What follows belongs to an exercise in optimizing a design on an open flow for small area and a short achievable clock period; a production flow would make more cautious choices.
Function was checked by simulation only, so behaviour that the tests miss may differ from the original.
No activity file was given, so power comes from the tool's default toggle rates.

## flow/design.v (module list and top-level ports; edited modules follow where they fit)
// module execute: 8785 lines
// module execute_xor2: 3 lines
// module execute_xor3: 3 lines
// module execute_fadd: 4 lines
module execute (
  input  logic         clk,
  input  logic         rst,
  input  logic         VCSub,
  input  logic         SelWriteData,
  input  logic         Rs1_sel,
  input  logic         Rs2_sel,
  input  logic [1:0]   SelectorOpA,
  input  logic [1:0]   SelectorOpB,
  input  logic [2:0]   ALUop,
  input  logic [31:0]  OpA,
  input  logic [31:0]  OpB,
  input  logic [31:0]  Imm,
  input  logic [255:0] OpAV,
  input  logic [255:0] OpBV,
  output logic         Zero,
  output logic         Carry,
  output logic         OverFlow,
  output logic         Negative,
  output logic         eq,
  output logic         bgt,
  output logic [31:0]  ALUresult,
  output logic [31:0]  WriteData,
  output logic [255:0] VALUresult
);
  // ...
==> flow/flow/run.sh <==
#!/bin/bash
# Standard layout (the standard.sh), with two changes:
#  - the port buffers that buffer_ports inserts are the smallest plain buffer (buf_1)
#    instead of the tool's default pick (a delay buffer);
#  - Yosys's synth runs with -noabc, so that its quick ABC pass does not remap the
#    adder-tree logic before the full adders are extracted (the final ABC mapping still runs).
set -euo pipefail
cd "$(dirname "$0")/.."
export BUFFER_PORTS_ARGS="-buffer_cell sky130_fd_sc_hd__buf_1"
export SYNTH_ARGS="-noabc"
bash standard.sh > flow_standard.log 2>&1
==> flow/standard.sh <==
#!/bin/bash
# synth_recipe.tcl (not shown) runs the flow's synth.tcl, then flattens the netlist and writes it again
# the make line also repeats each setting of config.mk as NAME=value (left out here)
make -C /OpenROAD-flow-scripts/flow DESIGN_CONFIG=/design/flow/config.mk WORK_HOME=/design/flow/orfs CLKGATE_MAP_FILE= SYNTH_SCRIPT=/design/flow/synth_recipe.tcl "${@:-finish}"
==> flow/config.mk <==
export PLATFORM = sky130hd
export DESIGN_NAME = execute
export DESIGN_NICKNAME = execute
export VERILOG_FILES = /design/flow/design.v
export SDC_FILE = /design/flow/constraint.sdc
export NUM_CORES = 4
export LEC_CHECK = 0
export CAP_MARGIN = 20
export CORE_MARGIN = 2
export CORE_UTILIZATION = 50
export CTS_BUF_LIST = sky130_fd_sc_hd__clkbuf_8
export PLACE_DENSITY = 0.65
export SETUP_SLACK_MARGIN = 3.2
export SLEW_MARGIN = 20
export SYNTH_HIERARCHICAL = 1
export SYNTH_MINIMUM_KEEP_SIZE = 0
==> flow/constraint.sdc <==
create_clock -name core_clock -period 11.0 [get_ports {clk}]
set_input_delay 2.2000 -clock core_clock [delete_from_list [all_inputs] [get_ports {clk}]]
set_output_delay 2.2000 -clock core_clock [all_outputs]
set_load 0.01 [all_outputs]
==> run notes, run 1 <==
- Status: no timing/DRC/antenna violations
- Switching Fraction: 0.557
- Top pwr grp: combinational cells
- Vias per Instance: 6.68
- Die height: 405 um
- Critical path's top delay family: compound AO/OA/AOI/OAI gates
- Mapped Area: 80200 um2
- Multi-input combinational area share: 0.760
- IO Count: 947
- Final Cycle Share: 0.734
- Layout Utilization: 0.579
- Worst-Margin Slew: 1.32 ns
- Fmax: 124 MHz
- Syn Inst Count: 10300
- Total clock buffers created by CTS: 73
- Top Metal Used: met5
- Multi-input combinational gate total: 8918
- Fraction of layout cells with a size suffix above 1: 0.0930
- Setup crit end kind: flip-flop
- Fillers: 14800
- Post-synthesis async set-or-reset flop share: 1.00
- Clock group: 1.69 mW
- Final hold vios: 0
- Leading cell kind: multi-input gates
- Met3 routed WL: 64500 um
- Worst hold-check path type: in -> async
- Post-CTS sizing: 242
- Area after DPL: 86300 um2
- Via Count: 88600
- Routed WL per cell: 31.6 um
- Highest cell delay on the worst timing path: 0.71 ns
- GR Util All Layers: 0.491
- Detailed Routing Iterations Pass 1: 8
- Dpl cells: 12900
- Number of signal-net buffers in the layout: 1391
- Commonest cells after routing, fill and taps aside: 1859 x nor2_1, 1325 x nand2_1, 934 x buf_1, 881 x a21oi_1, 813 x fa_1
- Met1 global-route usage: 0.597
- Most Crowded Layer GR: met2
- DPL Wire Length: 304000 um
- Comb. pwr: 21.4 mW
- Seq. cell area: 8130 um2
- Max FFs per register: 256
- Synth area leader: fa_1
==> run 2: changes to the inputs <==
--- a/flow/config.mk
+++ b/flow/config.mk
@@ -10,7 +10,7 @@
 export CORE_UTILIZATION = 50
 export CTS_BUF_LIST = sky130_fd_sc_hd__clkbuf_8
 export PLACE_DENSITY = 0.65
-export SETUP_SLACK_MARGIN = 3.2
+export SETUP_SLACK_MARGIN = 3.4
 export SLEW_MARGIN = 20
 export SYNTH_HIERARCHICAL = 1
 export SYNTH_MINIMUM_KEEP_SIZE = 0
==> run 2 against run 1 <==
Still clean. Power grew 9.4%. Fmax grew 1.3%. Combinational power grew 11%. Clock-buffer cell count is the same. Worst hold slack gained 0.25 ns. Setup slack gained 0.10 ns. Critical path type unchanged. Largest cell class unchanged.
==> run notes, run 2 <==
- Status: no timing/DRC/antenna violations
- VDD IR-drop max: 997 uV
- Post-route setup TNS: 0 ns
- Routed WL per cell: 32.0 um (+1.2%)
- Critical path startpoint category: input port
- Hold_ws: 1.58 ns
- Worst-Margin Slew: 1.32 ns (+0.00450 ns)
- Final hold vios: 0 (unchanged)
- Max Cap Viol: 0
- Syn Inst Count: 10300 (unchanged)
- Number of synthesized flops with an enable pin: 0
- Layout Utilization: 0.597 (+0.0173)
- Dpl cells: 12900 (+0.11%)
- Seq pwr share: 0.072
- Vias in the first global route: 85300
- Setup CP Type: in -> reg
- GPL Wtd Cong: 1.05
- GR Util All Layers: 0.502 (+0.0108)
- H-tree depth: 3
- Sink Count: 325
- Worst rel slew slack: 0.108
- Detailed Route Iter0 Violations: 12400
- RSZ-0062 raised after global routing: yes
- Final Critical Period: 7.97 ns
- P&R area growth vs syn: 18.2%
- Worst-path clk slew: 0.06 ns
- Combinational power share: 0.866
- Remaining antenna violation count after routing: 0
- Fraction of layout cells with a size suffix above 1: 0.124 (+0.0314)
- Initial core utilization: 0.505
- Via Count: 89400 (+0.89%)
- Largest net degree at the start of global routing: 157
- Total clock buffers created by CTS: 72 (-1.4%)
- Worst EP arrival: 8.68 ns
- P_sw: 14.9 mW
- Die Width: 405 um
- Die height: 405 um (unchanged)
- Library cells used by synthesis: 92
- Worst hold-check path type: in -> async
- Synth top area share: 0.222
- Vias per Instance: 6.67 (-0.21%)
- Fillers: 14500 (-2.3%)
- First-pass GRT wire length: 597000 um
- Leakage: 46.6 nW
- # setup viols final: 0
- Cell with the most instances after synthesis: nor2_1
- Switching Fraction: 0.545 (-0.0120)
- Total wire length: 429000 um
- Total grt overflow: 0
- Core area: 159000 um2
- Synth top area cells: fa_1 22%, ha_1 10%, dfrtp_1 10%, nor2_1 8.8%, xnor2_1 6.5%
- Setup crit end kind: flip-flop
- Mapped Area: 80200 um2 (unchanged)
- Final layout net count: 13400
- Top cells by count, synth: 1889 x nor2_1, 1336 x nand2_1, 917 x a21oi_1
- Site Rows: 146
- Commonest non-fill, non-tap cell in the layout: nor2_1
- Seq. cell area: 8130 um2 (unchanged)
- Registers with the most flip-flops: r_vres x256, r_wd x32, r_res x31
- Detailed Routing Iterations Pass 1: 12 (+4)
- Final routed DRC violation total: 0
- DPL Wire Length: 310000 um (+2.0%)
- Initial antenna violation count: 113
- Fmax: 125 MHz (+1.3%)
- Port bufs: 946
- Post-synthesis async set-or-reset flop share: 1.00 (unchanged)
- Clock share of power: 0.062
- Clock Tree Buf Depth: 3
- Synthesized area per cell: 7.79 um2
- Largest Register: r_vres
- Internal: 12.5 mW
- Synth area leader: fa_1
- Max FFs per register: 256 (unchanged)
- Area occupied by multi-input gates: 71400 um2
- Leading register cell type out of synthesis: dfrtp_1
- Yosys reg bits: 325
- Final Max Tran Viols: 0
- IO Count: 947 (unchanged)
- Synth warn: 7
- Clock Tree Root: clkbuf_8
- TritonCTS clock tree: built
- Critical Path RT: 11.71 ns
- Commonest cells after routing, fill and taps aside: 1844 x nor2_1, 1325 x nand2_1, 934 x buf_1, 797 x fa_1, 741 x a21oi_1
- CP Max Fanout: 7
- Final Cycle Share: 0.725 (-0.00906)
- Pwr Density: 289 nW/um2
- Sequential area share after synthesis: 0.101
- Non-Filler Instances: 13400
- DIE AREA: 164000 um2
==> run 2: power by group through the flow <==
stage | logic (mW) | registers [mW] | clock network, mW
2_1_floorplan | 11.7 | 1.99 | 0
3_3_place_gp | 17.7 | 1.95 | 0
3_5_place_dp | 17.7 | 1.94 | 0
4_1_cts | 21.2 | 1.93 | 1.71
5_1_grt | 24.7 | 1.96 | 1.76
6_report | 23.7 | 1.96 | 1.71
==> run 2: what timing repair did <==
action	in CTS	in global routing
hold buffers	0	0
cloned	13	4
buffers inserted	248	74
resized for setup	391	339
pin swaps	155	133
setup endpoints to repair	232	126
==> run 2: through the flow <==
step | setup WS [ns] | power (mW) | instance area, um2
6_report | 3.03 | 27.4 | 94800
5_1_grt | 2.93 | 28.4 | 94800
4_1_cts | 3.24 | 24.8 | 92400
3_5_place_dp | 1.07 | 19.6 | 86700
3_3_place_gp | 1.12 | 19.7 | 86700
2_1_floorplan | 2.59 | 13.7 | 81100
==> run 2: cell families after synthesis <==
group,synth area share
AND/OR/NAND/NOR,0.182
AO/OA/AOI/OAI,0.200
adder cells (fa/ha/maj),0.327
buffers and inverters,0.0525
XOR/XNOR,0.116
flip-flops,0.101
multiplexers,0.0214
other,0.0000467
==> run 2: routing by layer <==
metal  part of all wire  GRT usage
met5             0.0024     0.0101
met4              0.097      0.386
met3               0.15      0.207
met2               0.40      0.694
met1               0.35      0.614
==> run 2: critical path, stage by stage <==
cell      delay (ns)
buf_12          0.10
inv_12          0.03
ha_4            0.20
buf_8           0.16
buf_4           0.14
a221o_1         0.38
o21ai_4         0.15
inv_1           0.08
ha_2            0.22
fa_1            0.58
fa_1            0.45
fa_1            0.51
fa_1            0.54
fa_2            0.37
fa_1            0.48
fa_2            0.71
inv_2           0.09
ha_4            0.28
inv_1           0.08
o21bai_1        0.16
a21oi_2         0.09
and3_1          0.18
a21oi_2         0.12
o21ai_2         0.07
xnor2_1         0.12
a21o_1          0.17
==> run 2: Yosys stat by module (local to each module, per instance) <==
module,cells inside,flops+latches,times used
execute,9481,325,1
execute_fadd,408,0,1
execute_xor2,1,0,411
==> run 2: cell type report <==
type | instances | area share
Sequential cell | 325 | 0.0858
Inverter | 392 | 0.0161
Clock buffer | 87 | 0.0126
Clock inverter | 38 | 0.00483
Antenna cell | 59 | 0.00156
Multi-Input combinational cell | 8920 | 0.753
Tap cell | 2072 | 0.0273
Timing Repair Buffer | 1523 | 0.0990
==> run 2: final timing paths <==
| path | start | to | slack (ns) | cells past startpoint |
|---|---|---|---|---|
| worst max-delay path | SelectorOpB[1] | r_neg$_DFF_PP0_ | 3.03 | 26 |
| worst min-delay path | rst | r_vres[144]$_DFF_PP0_ | 1.58 | 3 |
| max in group asynchronous | rst | r_bgt$_DFF_PP0_ | 7.98 | 4 |
| min in group core_clock | OpB[30] | r_wd[30]$_DFF_PP0_ | 1.71 | 2 |
==> run 3: changes to the inputs <==
--- a/flow/config.mk
+++ b/flow/config.mk
@@ -7,10 +7,10 @@
 export LEC_CHECK = 0
 export CAP_MARGIN = 20
 export CORE_MARGIN = 2
-export CORE_UTILIZATION = 50
+export CORE_UTILIZATION = 55
 export CTS_BUF_LIST = sky130_fd_sc_hd__clkbuf_8
-export PLACE_DENSITY = 0.65
-export SETUP_SLACK_MARGIN = 3.4
+export PLACE_DENSITY = 0.7
+export SETUP_SLACK_MARGIN = 3.3
 export SLEW_MARGIN = 20
 export SYNTH_HIERARCHICAL = 1
 export SYNTH_MINIMUM_KEEP_SIZE = 0
==> run 3 against run 2 <==
Still clean. Combinational power shrank 7%. Sequential power is essentially flat. Sequential cell count is the same. Largest cell class unchanged. Largest power group unchanged. Highest routed layer unchanged.
==> run notes, run 3 <==
- Status: no timing/DRC/antenna violations
- Crit path launch: OpA[14]
- Met1 global-route usage: 0.645 (+0.0306)
- Crit path to: r_res[27]$_DFF_PP0_
- Leakage: 46.5 nW (about the same)
- Clock Tree Root: clkbuf_8
- TritonCTS clock tree: built
- DIE AREA: 149000 um2 (-9.0%)
- Die Width: 386 um (-4.6%)
- Synth area leader: fa_1
- Die height: 386 um (-4.6%)
- Max Cap Viol: 0 (unchanged)
- Yosys reg bits: 325 (unchanged)
- Worst hold-check path type: in -> async
- Final Cycle Share: 0.758 (+0.0336)
- Detailed Route Iter0 Violations: 14300 (+15%)
- Synth top area cells: fa_1 22%, ha_1 10%, dfrtp_1 10%, nor2_1 8.8%, xnor2_1 6.5%
- Library cells used by synthesis: 92 (unchanged)
- Design Power: 25.8 mW (-5.9%)
- Largest Register: r_vres
- Core area: 145000 um2 (-8.6%)
- Port bufs: 946 (unchanged)
- Total clock buffers created by CTS: 71 (-1.4%)
- Number of synthesized flops with an enable pin: 0 (unchanged)
- Worst rel slew slack: 0.0495 (-0.0588)
- Final Critical Period: 8.34 ns (+0.370 ns)
- Mapped Area: 80200 um2 (unchanged)
- Final worst setup slack: 2.66 ns (-0.370 ns)
- Synthesized area per cell: 7.79 um2 (unchanged)
- Critical Path RT: 11.73 ns (+0.02 ns)
- Initial antenna violation count: 98 (-13%)
- Post-synthesis async set-or-reset flop share: 1.00 (unchanged)
- Max FFs per register: 256 (unchanged)
- Area after DPL: 86000 um2 (-0.73%)
- GR Util All Layers: 0.542 (+0.0403)
- Sequential area share after synthesis: 0.101 (unchanged)
- Worst-path clk slew: 0.08 ns (+0.02 ns)
- Synth top area share: 0.222 (unchanged)
- Total wire length: 429000 um (about the same)
- IO Count: 947 (unchanged)
- Final layout net count: 13400 (-0.097%)
- Via Count: 91900 (+2.8%)
- Most Crowded Layer GR: met2
- Initial core utilization: 0.552 (+0.0477)
- Worst EP arrival: 9.07 ns (+0.39 ns)
- DPL Wire Length: 298000 um (-3.8%)
- Clock Tree Buf Depth: 3 (unchanged)
- Commonest non-fill, non-tap cell in the layout: nor2_1
- Syn Inst Count: 10300 (unchanged)
- Fillers: 12400 (-14%)
- Fraction of layout cells with a size suffix above 1: 0.119 (-0.00540)
- Vias per Instance: 6.92 (+3.9%)
- Cell with the most instances after synthesis: nor2_1
- H-tree depth: 3 (unchanged)
- Post-place setup slack: 0.986 ns (-0.0818 ns)
- Fmax: 120 MHz (-4.4%)
- Top cells by count, synth: 1889 x nor2_1, 1336 x nand2_1, 917 x a21oi_1
- VDD IR-drop max: 1130 uV (+14%)
- Remaining antenna violation count after routing: 0 (unchanged)
- Setup crit end kind: flip-flop
- # setup viols final: 0 (unchanged)
- Detailed Routing Iterations Pass 1: 14 (+2)
- Final hold vios: 0 (unchanged)
- Largest net degree at the start of global routing: 157 (unchanged)
- Site Rows: 140 (-4.1%)
- Design area: 94600 um2 (-0.27%)
- Commonest cells after routing, fill and taps aside: 1839 x nor2_1, 1324 x nand2_1, 933 x buf_1, 808 x fa_1, 770 x a21oi_1
- Vias in the first global route: 87000 (+1.9%)
- M2 GR Usage: 0.736 (+0.0417)
- CP Max Fanout: 5 (-2)
- Final routed DRC violation total: 0 (unchanged)
- Setup CP Type: in -> reg
- Synth warn: 7 (unchanged)
- Leading register cell type out of synthesis: dfrtp_1
- Critical path startpoint category: input port
- Final Max Tran Viols: 0 (unchanged)
- RSZ-0062 raised after global routing: yes
- Routed WL per cell: 32.3 um (+1.2%)
- Pwr Density: 273 nW/um2 (-5.6%)
- Sink Count: 325 (unchanged)
- Post-CTS Hold Fix Bufs: 0 (unchanged)
- First-pass GRT wire length: 588000 um (-1.5%)
- Post-route setup TNS: 0 ns (unchanged)
- Total grt overflow: 0 (unchanged)
- Met3 global-route usage: 0.263 (+0.0558)
- Worst-Margin Slew: 1.41 ns (+0.0873 ns)
- Registers with the most flip-flops: r_vres x256, r_wd x32, r_res x31
- GPL Wtd Cong: 1.15 (+8.7%)
- P&R area growth vs syn: 17.9%
- Layout Utilization: 0.651 (+0.0546)
[run 3: cell types whose count changed in the layout (fill, tap and decap cells not counted), moves of 7 or more]
| cell | delta |
|---|---|
| buf_16 | +7 |
| buf_4 | -25 |
| fa_1 | +11 |
| diode_2 | +18 |
| buf_8 | +10 |
| nor2b_4 | +7 |
| a21oi_1 | +29 |
| or2_4 | +7 |
| inv_1 | +7 |
| fa_2 | -11 |
| nor2b_1 | -9 |
| buf_6 | -8 |
| a21oi_2 | -23 |
[run 3: metrics by stage]
stage          cells  hold slack, ns
5_1_grt        13200            1.41
6_report       13300            1.36
4_1_cts        13100            1.34
2_1_floorplan  10300            2.35
3_5_place_dp   12700            2.22
3_3_place_gp   12700            2.22
[run 3: cells by family after synthesis]
kind of cell | after synthesis | share of synthesized area
and+or+nand+nor | 3634 | 0.182
AOI/OAI and AO/OA | 2491 | 0.200
adders and majority gates | 1561 | 0.327
buffers and inverters | 1068 | 0.0525
xor gates and xnor gates | 1063 | 0.116
DFF | 325 | 0.101
muxes | 157 | 0.0214
other | 1 | 0.0000467
[run 3: worst max-delay path, cell delays in order]
cell,delay (ns)
buf_1,0.83
a221oi_4,0.15
buf_4,0.20
nor4_4,0.73
fa_1,0.56
fa_1,0.51
fa_2,0.45
fa_2,0.35
fa_1,0.48
fa_1,0.56
inv_2,0.06
ha_4,0.30
nand2_2,0.07
or4_1,0.53
or4_1,0.43
nand2_2,0.14
nor2_2,0.07
a311oi_2,0.27
a21o_1,0.15
[run 3: area by class of cell]
class                   instances  area (um2)  share of cell area
clock buffers                  85        1170              0.0124
multi-input cells            8929       71400               0.755
well taps                    1917        2400              0.0254
inverters                     392        1510              0.0160
repair buffers               1502        9310              0.0985
clock inverters                43         494             0.00523
diodes                         77         193             0.00204
flip-flops and latches        325        8130              0.0860
[run 3: repair_timing]
action	4_1_cts	5_1_grt
resized for setup	346	367
setup endpoints to repair	214	129
cloned	26	5
buffers inserted	208	119
pin swaps	99	142
[run 3: worst min-delay path by stage]
stage / startpoint / endpoint / slack, ns / cells after the start
global placement: rst / r_vres[243]$_DFF_PP0_ / 2.22 / 2
floorplan: OpB[24] / r_wd[24]$_DFF_PP0_ / 2.35 / 1
finish: rst / r_vres[250]$_DFF_PP0_ / 1.36 / 2
detailed placement: rst / r_vres[243]$_DFF_PP0_ / 2.22 / 2
CTS: rst / r_vres[250]$_DFF_PP0_ / 1.34 / 2
global route: rst / r_vres[253]$_DFF_PP0_ / 1.41 / 2
[run 3: Yosys stat by module (local to each module, per instance)]
module	cells	cell area, um2	flip-flops and latches	copies in the design
execute	9481	73800	325	1
execute_xor2	1	8.76	0	411
execute_fadd	408	2860	0	1
[run 3: routing by layer]
layer  wire length (um)  share of wire
met5                618         0.0014
met1             143000           0.33
met3              75400           0.18
met2             166000           0.39
met4              44500           0.10
[run 3: power breakdown]
group,switching (mW),internal [mW]
Sequential,0.352,1.62
Clock,0.773,0.946
Combinational,13.0,9.15
Total,14.1,11.7
==> run 4: changes to the inputs <==
--- a/flow/config.mk
+++ b/flow/config.mk
@@ -7,10 +7,10 @@
 export LEC_CHECK = 0
 export CAP_MARGIN = 20
 export CORE_MARGIN = 2
-export CORE_UTILIZATION = 55
+export CORE_UTILIZATION = 60
 export CTS_BUF_LIST = sky130_fd_sc_hd__clkbuf_8
-export PLACE_DENSITY = 0.7
-export SETUP_SLACK_MARGIN = 3.3
+export PLACE_DENSITY = 0.72
+export SETUP_SLACK_MARGIN = 3.2
 export SLEW_MARGIN = 20
 export SYNTH_HIERARCHICAL = 1
 export SYNTH_MINIMUM_KEEP_SIZE = 0
==> run 4 against run 3 <==
Fmax up 3.4%. Critical endpoint is now r_vres[206]$_DFF_PP0_. Routed wire length is 3.8% lower. Combinational power down 11%. Utilization up 4.1 points. Clock power about the same. Synthesized cell count stayed put. Critical path type unchanged. Still clean. Sequential cell count unchanged.
==> run notes, run 4 <==
- Internal: 10.6 mW (-9.4%)
- Status: no timing/DRC/antenna violations
- Fmax: 124 MHz (+3.4%)
- Final Critical Period: 8.07 ns (-0.273 ns)
- Worst-path clk slew: 0.07 ns (about the same)
- Final Cycle Share: 0.733 (-0.0248)
- Die Width: 370 um (-4.2%)
- CP Max Fanout: 25 (+20)
- Seq. cell area: 8130 um2 (unchanged)
- Commonest non-fill, non-tap cell in the layout: nor2_1
- Number of synthesized flops with an enable pin: 0 (unchanged)
- Met2 WL post-DR: 158000 um (-4.7%)
- P_sw: 12.6 mW (-10%)
- Final routed DRC violation total: 0 (unchanged)
- Leading register cell type out of synthesis: dfrtp_1
- Port bufs: 946 (unchanged)
- Post-route setup TNS: 0 ns (unchanged)
- Setup crit end kind: flip-flop
- Setup CP Type: in -> reg
- Routed WL per cell: 31.8 um (-1.7%)
- Clock share of power: 0.073 (+0.006)
- Final worst setup slack: 2.93 ns (+0.273 ns)
- Initial antenna violation count: 79 (-19%)
- Final Max Tran Viols: 0 (unchanged)
- Syn Inst Count: 10300 (unchanged)
- Synthesized area per cell: 7.79 um2 (unchanged)
- Synth top area cells: fa_1 22%, ha_1 10%, dfrtp_1 10%, nor2_1 8.8%, xnor2_1 6.5%
- Final hold vios: 0 (unchanged)
- Core area: 133000 um2 (-8.3%)
- Top cells by count, synth: 1889 x nor2_1, 1336 x nand2_1, 917 x a21oi_1
- Commonest cells after routing, fill and taps aside: 1857 x nor2_1, 1325 x nand2_1, 934 x buf_1, 837 x a21oi_1, 829 x fa_1
- Seq pwr share: 0.086 (+0.009)
- H-tree depth: 3 (unchanged)
- Synth warn: 7 (unchanged)
- Area occupied by multi-input gates: 70300 um2 (-1.5%)
- Detailed Route Iter0 Violations: 15700 (+9.9%)
- Design area: 92100 um2 (-2.6%)
- Hold_ws: 1.52 ns (+0.159 ns)
- Library cells used by synthesis: 92 (unchanged)
- Sink Count: 325 (unchanged)
- Clock Tree Buf Depth: 3 (unchanged)
- Sequential area share after synthesis: 0.101 (unchanged)
- Met3 routed WL: 76700 um (+1.8%)
- Leakage: 45.7 nW (-1.8%)
- Critical Path RT: 11.64 ns (-0.09 ns)
- Final layout net count: 13300 (-0.81%)
- Worst rel slew slack: 0.101 (+0.0519)
- Fillers: 11000 (-11%)
- Vias per Instance: 7.09 (+2.4%)
- Top Metal Used: met5
- Area after DPL: 85600 um2 (-0.51%)
- Max Cap Viol: 0 (unchanged)
- Worst EP arrival: 8.70 ns (-0.37 ns)
- GPL Wtd Cong: 1.13 (-1.5%)
- Clock Tree Root: clkbuf_8
- Mapped Area: 80200 um2 (unchanged)
- GR Util All Layers: 0.566 (+0.0244)
- Die height: 370 um (-4.2%)
- Total wire length: 413000 um (-3.8%)
- Registers with the most flip-flops: r_vres x256, r_wd x32, r_res x31
- Max FFs per register: 256 (unchanged)
- Combinational power share: 0.841 (-0.016)
- DPL Wire Length: 288000 um (-3.3%)
- Worst hold-check path type: in -> async
- Fraction of layout cells with a size suffix above 1: 0.0983 (-0.0207)
- Synth area leader: fa_1
- Worst-Margin Slew: 1.34 ns (-0.0753 ns)
- Pwr Density: 252 nW/um2 (-7.5%)
- P&R area growth vs syn: 14.9%
- Yosys reg bits: 325 (unchanged)
- RSZ-0062 raised after global routing: yes
- VDD IR-drop max: 1160 uV (+2.5%)
- Largest net degree at the start of global routing: 164 (+4.5%)
- Synth top area share: 0.222 (unchanged)
- Remaining antenna violation count after routing: 0 (unchanged)
- Post-synthesis async set-or-reset flop share: 1.00 (unchanged)
- Vias in the first global route: 86800 (-0.24%)
- Via Count: 92100 (+0.27%)
- First-pass GRT wire length: 569000 um (-3.2%)
- DIE AREA: 137000 um2 (-8.2%)
- Switching Fraction: 0.543 (-0.00255)
- Detailed Routing Iterations Pass 1: 17 (+3)
- Post-place setup slack: 1.05 ns (+0.0679 ns)
- M1 WL: 130000 um (-8.5%)
- Total clock buffers created by CTS: 69 (-2.8%)
- Initial core utilization: 0.603 (+0.0502)
- Site Rows: 134 (-4.3%)
- Total grt overflow: 0 (unchanged)
- Critical path startpoint category: input port
- IO Count: 947 (unchanged)
- # setup viols final: 0 (unchanged)
- Post-CTS Hold Fix Bufs: 0 (unchanged)
- Largest Register: r_vres
- Cell with the most instances after synthesis: nor2_1
- TritonCTS clock tree: built
[run 4: cell counts after synthesis]
Identical to the previous run, type by type.
[run 4: power groups by stage]
stage / sequential [mW] / clock, mW / combinational [mW]
floorplan: 1.99 / 0 / 11.7
detailed placement: 1.95 / 0 / 16.0
CTS: 1.94 / 1.68 / 16.9
global route: 1.97 / 1.74 / 20.3
global placement: 1.96 / 0 / 15.9
finish: 1.99 / 1.70 / 19.6
[run 4: area by class of cell]
class,instances,area share
multi-input combinational,8927,0.763
antenna,59,0.00160
sequential,325,0.0883
timing repair buffer,1398,0.0888
clock inverter,45,0.00565
tap,1768,0.0240
inverter,392,0.0165
clock buffer,81,0.0121
[run 4: timing repair]
item	4_1_cts	5_1_grt
cloned	12	13
setup buffers	124	119
gates resized for setup	205	273
setup endpoints to repair	191	123
pin swaps	41	85
[run 4: routing by layer]
layer / GRT usage / vias up
met3: 0.296 / 3042
li1: - / 36600
met5: 0.00321 / -
met2: 0.777 / 9138
met1: 0.652 / 43300
met4: 0.460 / 82
[run 4: through the flow]
stage	util	total power [mW]	instances
after global routing	0.691	24.0	13000
after CTS	0.673	20.5	12800
after floorplan	-	13.7	10300
final	0.692	23.3	13000
after detailed placement	0.643	17.9	12500
after global placement	0.643	17.9	12500
[run 4: kinds of logic (layout without fill, tap and decap cells)]
family / count (synthesis) / after routing / synth area share
AOI/OAI and AO/OA: 2491 / 2495 / 0.200
adders and majority gates: 1561 / 1561 / 0.327
buffers and inverters: 1068 / 1916 / 0.0525
muxes: 157 / 157 / 0.0214
DFF: 325 / 325 / 0.101
other: 1 / 61 / 0.0000467
and+or+nand+nor: 3634 / 3649 / 0.182
xor gates and xnor gates: 1063 / 1063 / 0.116
[run 4: worst max-delay path, stage by stage]
cell and delay, ns:
buf_8 0.12, ha_4 0.21, buf_6 0.17, nand2b_2 0.37, nand2_8 0.22, buf_12 0.19, nor2_4 0.56, buf_4 0.78
a21oi_2 0.30, nor2_1 0.18, a21oi_1 0.14, nor2_1 0.21, fa_1 0.46, fa_1 0.48, fa_1 0.45, fa_1 0.39
fa_1 0.49, a22oi_1 0.53, o21ai_0 0.18
[run 4: worst max path at each step]
stage / start / endpoint / slack (ns) / cells after the start
after floorplan: SelectorOpB[0] / r_neg$_DFF_PP0_ / 2.59 / 25
after global placement: SelectorOpB[1] / r_neg$_DFF_PP0_ / 1.24 / 21
after detailed placement: SelectorOpB[1] / r_neg$_DFF_PP0_ / 1.05 / 21
after CTS: SelectorOpA[0] / r_neg$_DFF_PP0_ / 3.10 / 24
after global routing: SelectorOpB[1] / r_neg$_DFF_PP0_ / 3.01 / 23
final: SelectorOpB[1] / r_vres[206]$_DFF_PP0_ / 2.93 / 19
[run 4: per-module statistics from Yosys (local to each module, per instance)]
module        cell area, um2  flops+latches  cells inside
execute                73800            325          9481
execute_fadd            2860              0           408
execute_xor2            8.76              0             1

## re-timing with driven ports
The flow's constraints put no driver on any port. The routed layouts listed below were extracted and timed again, unchanged, in two steps. Step 1, drivers: a clkbuf_16 drives clk and a buf_2 each remaining input, both assumed. Step 2 times the ports against the registers' clock, not the clock port: input delays grow and output delays shrink by t, the midpoint of the rising clock arrivals with the driver on. Slacks: no drivers / after step 1 / after step 2; pairs: no drivers / after step 1.
run | t (ns) | slack for setup (ns) | latest minus earliest clock arrival (ns) | worst slew at a driven data input, ns | cell pins on the clock port's net
run 1 | 0.943 | 2.929 / 2.982 / 2.039 | 0.114 / 0.114 | 0.27 | 1
run 2 | 0.936 | 3.029 / 3.060 / 2.124 | 0.054 / 0.055 | 0.40 | 1
run 3 | 0.895 | 2.660 / 2.707 / 1.813 | 0.083 / 0.083 | 0.31 | 1
run 4 | 0.909 | 2.932 / 2.968 / 2.059 | 0.134 / 0.135 | 0.29 | 1
After both steps setup and hold are still met in every run listed. For run 2, which loses most, drivers alone change the setup slack by +0.031 ns; drivers and shift together by -0.905 ns.
